What follows belongs to an exercise in optimizing a design on an open flow for small area, a short achievable clock period and few clock cycles per item; a production flow would make more cautious choices.
Function was checked by simulation only, so behaviour that the tests miss may differ from the original.

`flow/design.v`:
```
module mdu (
   input  logic        clk,
   input  logic        rst_n,
   input  logic        start,
   input  logic [3:0]  opMDU,
   input  logic [31:0] SrcA,
   input  logic [31:0] SrcB,
   output logic        busy,
   output logic        stall_req,
   output logic [31:0] HI,
   output logic [31:0] LO
);
   localparam int SD = 2;    
   logic w_isMult, w_isMultu, w_isDiv, w_isDivu, w_isMul, w_isDv, w_isMD;
   assign w_isMult  = (opMDU == 4'd1);
   assign w_isMultu = (opMDU == 4'd2);
   assign w_isDiv   = (opMDU == 4'd3);
   assign w_isDivu  = (opMDU == 4'd4);
   assign w_isMul   = w_isMult | w_isMultu;
   assign w_isDv    = w_isDiv | w_isDivu;
   assign w_isMD    = w_isMul | w_isDv;
   logic r_busy;
   logic w_go;
   assign w_go = start & ~r_busy;
   logic [31:0] r_hi, r_lo;
   logic [32:0] r_m;       
   logic [32:0] r_a;       
   logic [31:0] r_p;       
   logic        r_yp;      
   logic        r_yx;      
   logic [1:0]  r_n;       
   logic [3:0]  r_cnt;     
   logic        r_dv;      
   logic        r_sq, r_sr;  
   function automatic logic [1:0] ngrp(input logic [31:0] x, input logic sgn);
      logic e;
      e = sgn & x[31];
      if (x[31:15] == {17{e}}) ngrp = 2'd1;
      else if (x[31] == e)     ngrp = 2'd2;
      else                     ngrp = 2'd3;
   endfunction
   logic [1:0]  w_nA, w_nB, w_nMin;
   logic        w_swap;
   logic [31:0] w_x, w_y;
   assign w_nA   = ngrp(SrcA, w_isMult);
   assign w_nB   = ngrp(SrcB, w_isMult);
   assign w_swap = (w_nA < w_nB);
   assign w_x    = w_swap ? SrcB : SrcA;
   assign w_y    = w_swap ? SrcA : SrcB;
   assign w_nMin = w_swap ? w_nA : w_nB;
   logic        w_sA, w_sB;
   logic [31:0] w_absA, w_absB;
   logic        w_dz, w_q0, w_c24, w_c16, w_c8;
   assign w_sA   = w_isDiv & SrcA[31];
   assign w_sB   = w_isDiv & SrcB[31];
   mdu_cneg u_negA (.x(SrcA), .n(w_sA), .y(w_absA));
   mdu_cneg u_negB (.x(SrcB), .n(w_sB), .y(w_absB));
   assign w_dz   = (SrcB == 32'd0);
   mdu_ltu u_lt0  (.a(w_absA),                  .b(w_absB), .lt(w_q0));
   mdu_ltu u_lt24 (.a({8'd0,  w_absA[31:8]}),  .b(w_absB), .lt(w_c24));
   mdu_ltu u_lt16 (.a({16'd0, w_absA[31:16]}), .b(w_absB), .lt(w_c16));
   mdu_ltu u_lt8  (.a({24'd0, w_absA[31:24]}), .b(w_absB), .lt(w_c8));
   logic [32:0] w_dvR;
   logic [31:0] w_dvQ;
   logic [3:0]  w_dvCnt;
   always_comb begin
      if (w_c24) begin
         w_dvR = {9'd0, w_absA[31:8]};  w_dvQ = {w_absA[7:0], 24'd0};
         w_dvCnt = 4'(8/SD - 1);
      end else if (w_c16) begin
         w_dvR = {17'd0, w_absA[31:16]}; w_dvQ = {w_absA[15:0], 16'd0};
         w_dvCnt = 4'(16/SD - 1);
      end else if (w_c8) begin
         w_dvR = {25'd0, w_absA[31:24]}; w_dvQ = {w_absA[23:0], 8'd0};
         w_dvCnt = 4'(24/SD - 1);
      end else begin
         w_dvR = 33'd0; w_dvQ = w_absA;
         w_dvCnt = 4'(32/SD - 1);
      end
   end
   localparam int TW = 50;
   localparam logic [TW-1:0] K_SE = -(TW'(1) << 32)
      - (TW'(1) << 33) - (TW'(1) << 35) - (TW'(1) << 37) - (TW'(1) << 39)
      - (TW'(1) << 41) - (TW'(1) << 43) - (TW'(1) << 45) - (TW'(1) << 47);
   logic        w_ext;
   logic [15:0] w_yb;
   logic [16:0] w_yw;
   assign w_ext = (r_n == 2'd3) & (r_cnt == 4'd0);
   assign w_yb  = w_ext ? {16{r_yx}} : r_p[15:0];
   assign w_yw  = {w_yb, r_yp};
   logic [TW-1:0] w_row [10];
   logic [7:0]    w_neg;
   logic [33:0]   w_mx;
   assign w_mx = {r_m[32], r_m};
   for (genvar i = 0; i < 8; i++) begin : g_booth
      logic b0, b1, b2, one, two;
      logic [33:0] pv;
      assign b0  = w_yw[2*i];
      assign b1  = w_yw[2*i+1];
      assign b2  = w_yw[2*i+2];
      assign one = b1 ^ b0;
      assign two = (b2 & ~b1 & ~b0) | (~b2 & b1 & b0);
      assign w_neg[i] = b2;
      assign pv  = (({34{one}} & w_mx) | ({34{two}} & {w_mx[32:0], 1'b0})) ^ {34{b2}};
      if (i == 0) begin : g_r0
         assign w_row[1] = TW'({~pv[33], pv[32:0]});
      end else begin : g_rn
         assign w_row[i+1] = TW'({~pv[33], pv[32:0], 1'b0, w_neg[i-1]} << (2*i-2));
      end
   end
   assign w_row[0] = TW'({~r_a[32], r_a[31:0]});
   assign w_row[9] = K_SE | (TW'(w_neg[7]) << 14);
   logic [TW-1:0] s1a, c1a, s1b, c1b, s1c, c1c, s2a, c2a, s2b, c2b, s3, c3, s4, c4, s5, c5;
   mdu_csa #(.W(TW)) u_c1a (.a(w_row[0]), .b(w_row[1]), .c(w_row[2]), .s(s1a), .cy(c1a));
   mdu_csa #(.W(TW)) u_c1b (.a(w_row[3]), .b(w_row[4]), .c(w_row[5]), .s(s1b), .cy(c1b));
   mdu_csa #(.W(TW)) u_c1c (.a(w_row[6]), .b(w_row[7]), .c(w_row[8]), .s(s1c), .cy(c1c));
   mdu_csa #(.W(TW)) u_c2a (.a(s1a), .b(c1a), .c(s1b), .s(s2a), .cy(c2a));
   mdu_csa #(.W(TW)) u_c2b (.a(c1b), .b(s1c), .c(c1c), .s(s2b), .cy(c2b));
   mdu_csa #(.W(TW)) u_c3  (.a(s2a), .b(c2a), .c(s2b), .s(s3), .cy(c3));
   mdu_csa #(.W(TW)) u_c4  (.a(s3), .b(c3), .c(c2b), .s(s4), .cy(c4));
   mdu_csa #(.W(TW)) u_c5  (.a(s4), .b(c4), .c(w_row[9]), .s(s5), .cy(c5));
   logic [TW-1:0] w_t;
   logic          w_tco;
   mdu_rca #(.W(TW)) u_cpa (.a(s5), .b(c5), .ci(1'b0), .s(w_t), .co(w_tco));
   logic [63:0] w_prod;
   always_comb begin
      case (r_n)
         2'd1:    w_prod = {{(64-TW){w_t[TW-1]}}, w_t};
         2'd2:    w_prod = {w_t[47:0], r_p[31:16]};
         default: w_prod = {w_t[31:0], r_p};
      endcase
   end
   logic [32:0] w_sr [SD+1];
   logic [31:0] w_sq [SD+1];
   logic [32:0] w_dn;
   assign w_sr[0] = r_a;
   assign w_sq[0] = r_p;
   assign w_dn    = ~{1'b0, r_m[31:0]};
   for (genvar s = 0; s < SD; s++) begin : g_dstep
      logic [32:0] rr, df;
      logic        cy;
      assign rr = {w_sr[s][31:0], w_sq[s][31]};
      mdu_rca #(.W(33)) u_sub (.a(rr), .b(w_dn), .ci(1'b1), .s(df), .co(cy));
      assign w_sr[s+1] = cy ? df : rr;
      assign w_sq[s+1] = {w_sq[s][30:0], cy};
   end
   logic [32:0] w_dR;
   logic [31:0] w_dQ;
   assign w_dR = w_sr[SD];
   assign w_dQ = w_sq[SD];
   logic [31:0] w_divHi, w_divLo;
   mdu_cneg u_negR (.x(w_dR[31:0]), .n(r_sr), .y(w_divHi));
   mdu_cneg u_negQ (.x(w_dQ), .n(r_sq), .y(w_divLo));
   logic w_acc_md, w_last;
   assign w_acc_md = w_go & w_isMD & ~(w_isDv & (w_dz | w_q0));
   assign w_last   = r_busy & (r_cnt == 4'd0);
   always_ff @(posedge clk or negedge rst_n) begin
      if (!rst_n) r_busy <= 1'b0;
      else if (w_acc_md) r_busy <= 1'b1;
      else if (w_last) r_busy <= 1'b0;
   end
   always_ff @(posedge clk) begin
      if (!r_busy) begin
         r_dv <= w_isDv;
         r_sq <= w_sA ^ w_sB;
         r_sr <= w_sA;
         r_yp <= 1'b0;
         r_yx <= w_isMult & w_y[31];
         r_n  <= w_nMin;
         if (w_isDv) begin
            r_m   <= {1'b0, w_absB};
            r_a   <= w_dvR;
            r_p   <= w_dvQ;
            r_cnt <= w_dvCnt;
         end else begin
            r_m   <= {w_isMult & w_x[31], w_x};
            r_a   <= 33'd0;
            r_p   <= w_y;
            r_cnt <= 4'(w_nMin - 2'd1);
         end
      end else begin
         r_cnt <= r_cnt - 4'd1;
         if (r_dv) begin
            r_a <= w_dR;
            r_p <= w_dQ;
         end else begin
            r_a  <= w_t[48:16];
            r_p  <= {w_t[15:0], r_p[31:16]};
            r_yp <= w_yb[15];
         end
      end
   end
   always_ff @(posedge clk or negedge rst_n) begin
      if (!rst_n) begin
         r_hi <= 32'd0;
         r_lo <= 32'd0;
      end else if (w_last) begin
         if (r_dv) begin
            r_hi <= w_divHi;
            r_lo <= w_divLo;
         end else begin
            r_hi <= w_prod[63:32];
            r_lo <= w_prod[31:0];
         end
      end else if (w_go) begin
         if (opMDU == 4'd5 || (w_isDv && !w_dz && w_q0))
            r_hi <= SrcA;
         if (opMDU == 4'd6)
            r_lo <= SrcA;
         else if (w_isDv && !w_dz && w_q0)
            r_lo <= 32'd0;
      end
   end
   assign busy      = r_busy;
   assign stall_req = r_busy | (start & w_isMD);
   assign HI        = r_hi;
   assign LO        = r_lo;
endmodule
module mdu_rca #(parameter int W = 8) (
   input  logic [W-1:0] a,
   input  logic [W-1:0] b,
   input  logic         ci,
   output logic [W-1:0] s,
   output logic         co
);
   logic [W:0] c;
   assign c[0] = ci;
   for (genvar i = 0; i < W; i++) begin : g_bit
      assign s[i]   = a[i] ^ b[i] ^ c[i];
      assign c[i+1] = (a[i] & b[i]) | ((a[i] ^ b[i]) & c[i]);
   end
   assign co = c[W];
endmodule
module mdu_cneg (
   input  logic [31:0] x,
   input  logic        n,
   output logic [31:0] y
);
   logic [32:0] c;
   logic [31:0] xi;
   assign xi   = x ^ {32{n}};
   assign c[0] = n;
   for (genvar i = 0; i < 32; i++) begin : g_bit
      assign y[i]   = xi[i] ^ c[i];
      assign c[i+1] = xi[i] & c[i];
   end
endmodule
module mdu_csa #(parameter int W = 8) (
   input  logic [W-1:0] a,
   input  logic [W-1:0] b,
   input  logic [W-1:0] c,
   output logic [W-1:0] s,
   output logic [W-1:0] cy
);
   assign s  = a ^ b ^ c;
   assign cy = W'(((a & b) | (a & c) | (b & c)) << 1);
endmodule
module mdu_ltu (
   input  logic [31:0] a,
   input  logic [31:0] b,
   output logic        lt
);
   logic [32:0] c;
   logic [31:0] nb;
   assign nb   = ~b;
   assign c[0] = 1'b1;
   for (genvar i = 0; i < 32; i++) begin : g_bit
      assign c[i+1] = (a[i] & nb[i]) | ((a[i] ^ nb[i]) & c[i]);
   end
   assign lt = ~c[32];
endmodule
```
`flow/run.sh`:
```
#!/bin/bash
# synth_recipe.tcl (not shown) runs the flow's synth.tcl, then flattens the netlist and writes it again
# the make line also repeats each setting of config.mk as NAME=value (left out here)
make -C /OpenROAD-flow-scripts/flow DESIGN_CONFIG=/design/flow/config.mk WORK_HOME=/design/flow/orfs CLKGATE_MAP_FILE= SYNTH_SCRIPT=/design/flow/synth_recipe.tcl finish
```
`flow/config.mk`:
```
export PLATFORM = sky130hd
export DESIGN_NAME = mdu
export DESIGN_NICKNAME = mdu
export VERILOG_FILES = /design/flow/design.v
export SDC_FILE = /design/flow/constraint.sdc
export NUM_CORES = 4
export LEC_CHECK = 0
export CAP_MARGIN = 20
export CORE_MARGIN = 2
export CORE_UTILIZATION = 40
export SLEW_MARGIN = 20
```
`flow/constraint.sdc`:
```
create_clock -name core_clock -period 105.0 [get_ports {clk}]
set_input_delay 21.0000 -clock core_clock [delete_from_list [all_inputs] [get_ports {clk}]]
set_output_delay 21.0000 -clock core_clock [all_outputs]
set_load 0.01 [all_outputs]
```
==> results.py <==
metrics = {
    "sta": {
        "finalCritPeriodShare_pct": 41.6,
        "finClkSkew_ps": 24.4,
        "rsz0062_at_grt": "false",
        "hold_viol_final": 0,
        "tns_ps": 0,
        "hold-worst-slack_ps": 514,
        "fin_crit_ps": 43690,
        "max_freq_ghz": 0.0229,
        "finalSetupViolCount": 0,
        "slew_viol_final": 0,
        "tightest_slew_ps": 1240,
        "maxSlewHeadroom_pct": 17.2,
    },
    "die": {
        "io_pins": 137,
        "core_area_um2": 77100,
        "die_w_um": 282,
        "fp.dieArea_um2": 79800,
        "die_h_um": 282,
        "num_rows": 102,
        "start_util_pct": 40.2,
    },
    "worst_setup_path": {
        "r2r_cells": 107,
        "r2r_end": "r_hi[31]",
        "endpoint_kind": "output port",
        "reg2reg_slack_ps": 69780,
        "cp.arrival_ps": 22690,
        "path_cells": "clkdlybuf4s50_1 -> nor2_1 -> xor2_1 -> o21ai_0 -> clkdlybuf4s50_1",
        "cp_common_cell": "clkdlybuf4s50_1",
        "max_stage_delay_ps": 560,
        "cp_max_fo": 8,
        "path_class": "in -> out",
        "required_ps": 84000,
        "crit_slowest_cell": "clkdlybuf4s50_1",
        "r2r_start": "r_m[0]",
        "crit_family": "buffers and inverters",
        "critPathBufInv": 2,
        "start_kind": "input pin",
    },
    "cts": {
        "cts.htree.levels": 4,
        "clockRootBuffer": "clkbuf_16",
        "cts_sinks": 174,
        "numCtsBuffers": 17,
        "clk_latency_ps": 480,
        "post_cts_buffers": 0,
        "cts_resized": 0,
        "clkTransAtPathRegs_ps": 80,
        "cts_tree": "done",
        "cts_max_path_buffers": 2,
        "cts_hold_buf": 0,
    },
    "routing": {
        "vias_per_cell": 6.04,
        "wl_met3_mm": 12.5,
        "wl_met1_mm": 48.6,
        "route.met2.wl_mm": 51.2,
        "drt-pass1-iter-count": 9,
        "ant_nets": 0,
        "wl_per_cell_um": 26.8,
        "vias": 26900,
        "top_layer": "met4",
        "drc": 0,
        "wl_mm": 119,
        "dr.first_iter.drc_count": 3370,
    },
    "run": {
        "cap_violations": 0,
    },
    "min_path": {
        "min_path_cells": 1,
        "hold_start": "r_lo[0]",
        "hold_path_class": "reg -> reg",
        "hold_end": "r_lo[0]",
    },
    "synthesis": {
        "synth_area_leaders": "fa_1, ha_1, xnor2_1",
        "synth.top_cell.area_share_pct": 20.9,
        "ys_seq_area_share_pct": 13.5,
        "synth_edf_count": 39,
        "synth_seq_cells": 174,
        "synth_compound_area_share_pct": 19.4,
        "synth_area_leader_cell": "fa_1",
        "syn-cell-area_um2": 31000,
        "synth_top_family_by_area": "adder cells",
        "synth_nets": 4182,
        "async_reset_ff_share_pct": 37.4,
        "ys_types": 76,
        "synth-xor-area-share_pct": 11.5,
        "synth_cells": 3493,
        "synthAdderAreaFrac_pct": 32.9,
        "synth_area_per_cell_um2": 8.88,
        "synthMuxAreaShare_pct": 6.25,
        "yosysWarnings": 7,
        "synthFlopType": "dfxtp_1",
        "synthSimpleGateAreaFrac_pct": 6.16,
    },
    "cells_and_area": {
        "nFillCells": 7724,
        "final_cell_mix": "inv_1, fa_1, xnor2_1",
        "layout_commonest_cell": "inv_1",
        "design_area_um2": 33700,
        "drive_above_1_share_pct": 5.15,
        "finalNetCount": 4096,
        "antenna_cells": 0,
        "area_growth_syn_to_layout_pct": 8.73,
    },
    "placed_design": {
        "port_buffers": 136,
        "gp_congestion": 0.998,
        "placed_area_um2": 33100,
        "hpwl_mm": 90.2,
    },
    "grt": {
        "overflow": 0,
        "antenna_found_initial": 0,
        "grt_max_degree": 221,
        "grt_pass1_wl_mm": 176,
        "grtUsageTotal_pct": 30.0,
        "grt_pass1_vias": 26000,
    },
    "run_status": {
        "outcome": "no timing/DRC/antenna violations",
    },
}
## worst max path at each step
stage          cells after the start  slack (ps)         to      from
5_1_grt                            5       61160  stall_req  opMDU[1]
6_report                           5       61310  stall_req  opMDU[1]
3_3_place_gp                       5       61320  stall_req  opMDU[1]
4_1_cts                            5       61310  stall_req  opMDU[1]
3_5_place_dp                       5       61310  stall_req  opMDU[1]
2_1_floorplan                      4       62260  stall_req  opMDU[1]
## registers in the layout, summed over array words and instances, names as in the netlist
name and cells:
r_a 33, r_sq 1, r_cnt 4, r_dv 1, r_lo 32, r_yp 1
r_sr 1, r_busy 1, r_n 2, r_m 33, r_hi 32, r_p 32
r_yx 1
## Yosys cell counts, types with 6 or more instances
master	instances
a2111oi_0	9
a211o_1	9
a211oi_1	96
a21o_1	17
a21oi_1	126
a221o_1	31
a221oi_1	41
a22oi_1	275
a31oi_1	35
and2_1	6
buf_1	27
buf_2	37
buf_6	6
clkbuf_1	243
dfrtp_1	65
dfxtp_1	70
edfxtp_1	39
fa_1	323
ha_1	295
inv_1	501
mux2_1	7
mux2_2	21
mux2i_1	162
nand2_1	147
nand3_1	26
nand4_1	13
nor2_1	143
nor2b_1	16
nor3_1	20
nor4_1	21
o2111ai_1	10
o211ai_1	8
o21a_1	9
o21ai_0	87
o21ai_1	44
o22a_1	6
o22ai_1	14
o311a_1	11
xnor2_1	299
xor2_1	107
## layer usage
layer  up-vias  global-route usage, %
met5         -                 0.0611
met4         0                   15.2
met3       300                   5.13
met2      1580                   44.8
met1     13300                   41.5
li1      11800                      -
## area by class of cell
cell class	instances	area (um2)	share of cell area, %
Tap cell	1040	1300	3.86
Sequential cell	174	4200	12.5
Multi-Input combinational cell	2499	23800	70.6
Timing Repair Buffer	210	1920	5.71
Clock inverter	14	173	0.512
Clock buffer	18	429	1.27
Inverter	505	1900	5.62
## kinds of logic (layout without fill, tap and decap cells)
group	Yosys count	count (layout)
flops	174	174
mux	190	190
buf+inv	820	747
simple gates	420	420
compound gates	861	861
fa+ha+maj	622	622
xor+xnor	406	406
## per-stage QoR
| stage | setup WS [ps] | utilization, % | cells |
|---|---|---|---|
| floorplan | 62260 | - | 3493 |
| global placement | 61320 | 43.0 | 4428 |
| CTS | 61310 | 43.7 | 4460 |
| global route | 61160 | 43.7 | 4460 |
| finish | 61310 | 43.7 | 4460 |
| detailed placement | 61310 | 43.0 | 4428 |
Testbench counts, summed over its fixed seeds: cycles 34,922, items 12,000.

## static timing again, ports no longer ideal
In the flow no input, the clock included, has a driving cell. The finished layout below was timed again as built, in two steps.
Step 1 assumes that a clkbuf_16 drives the clock port and a buf_2 every other input.
Step 2 also shifts input and output timing later by t, the mid clock arrival at the registers, as if the neighbouring blocks saw the same clock.
a / b / c = ideal / step 1 / step 2; a / b = the first two.
shift t [ns]: 0.524
slack for setup (ns): 61.314 / 61.294 / 61.294
hold slack, ns: 0.514 / 0.514 / 0.514
After both steps this run still meets setup and hold. For this run, drivers alone change the setup slack by -0.020 ns; drivers and shift together by -0.020 ns.
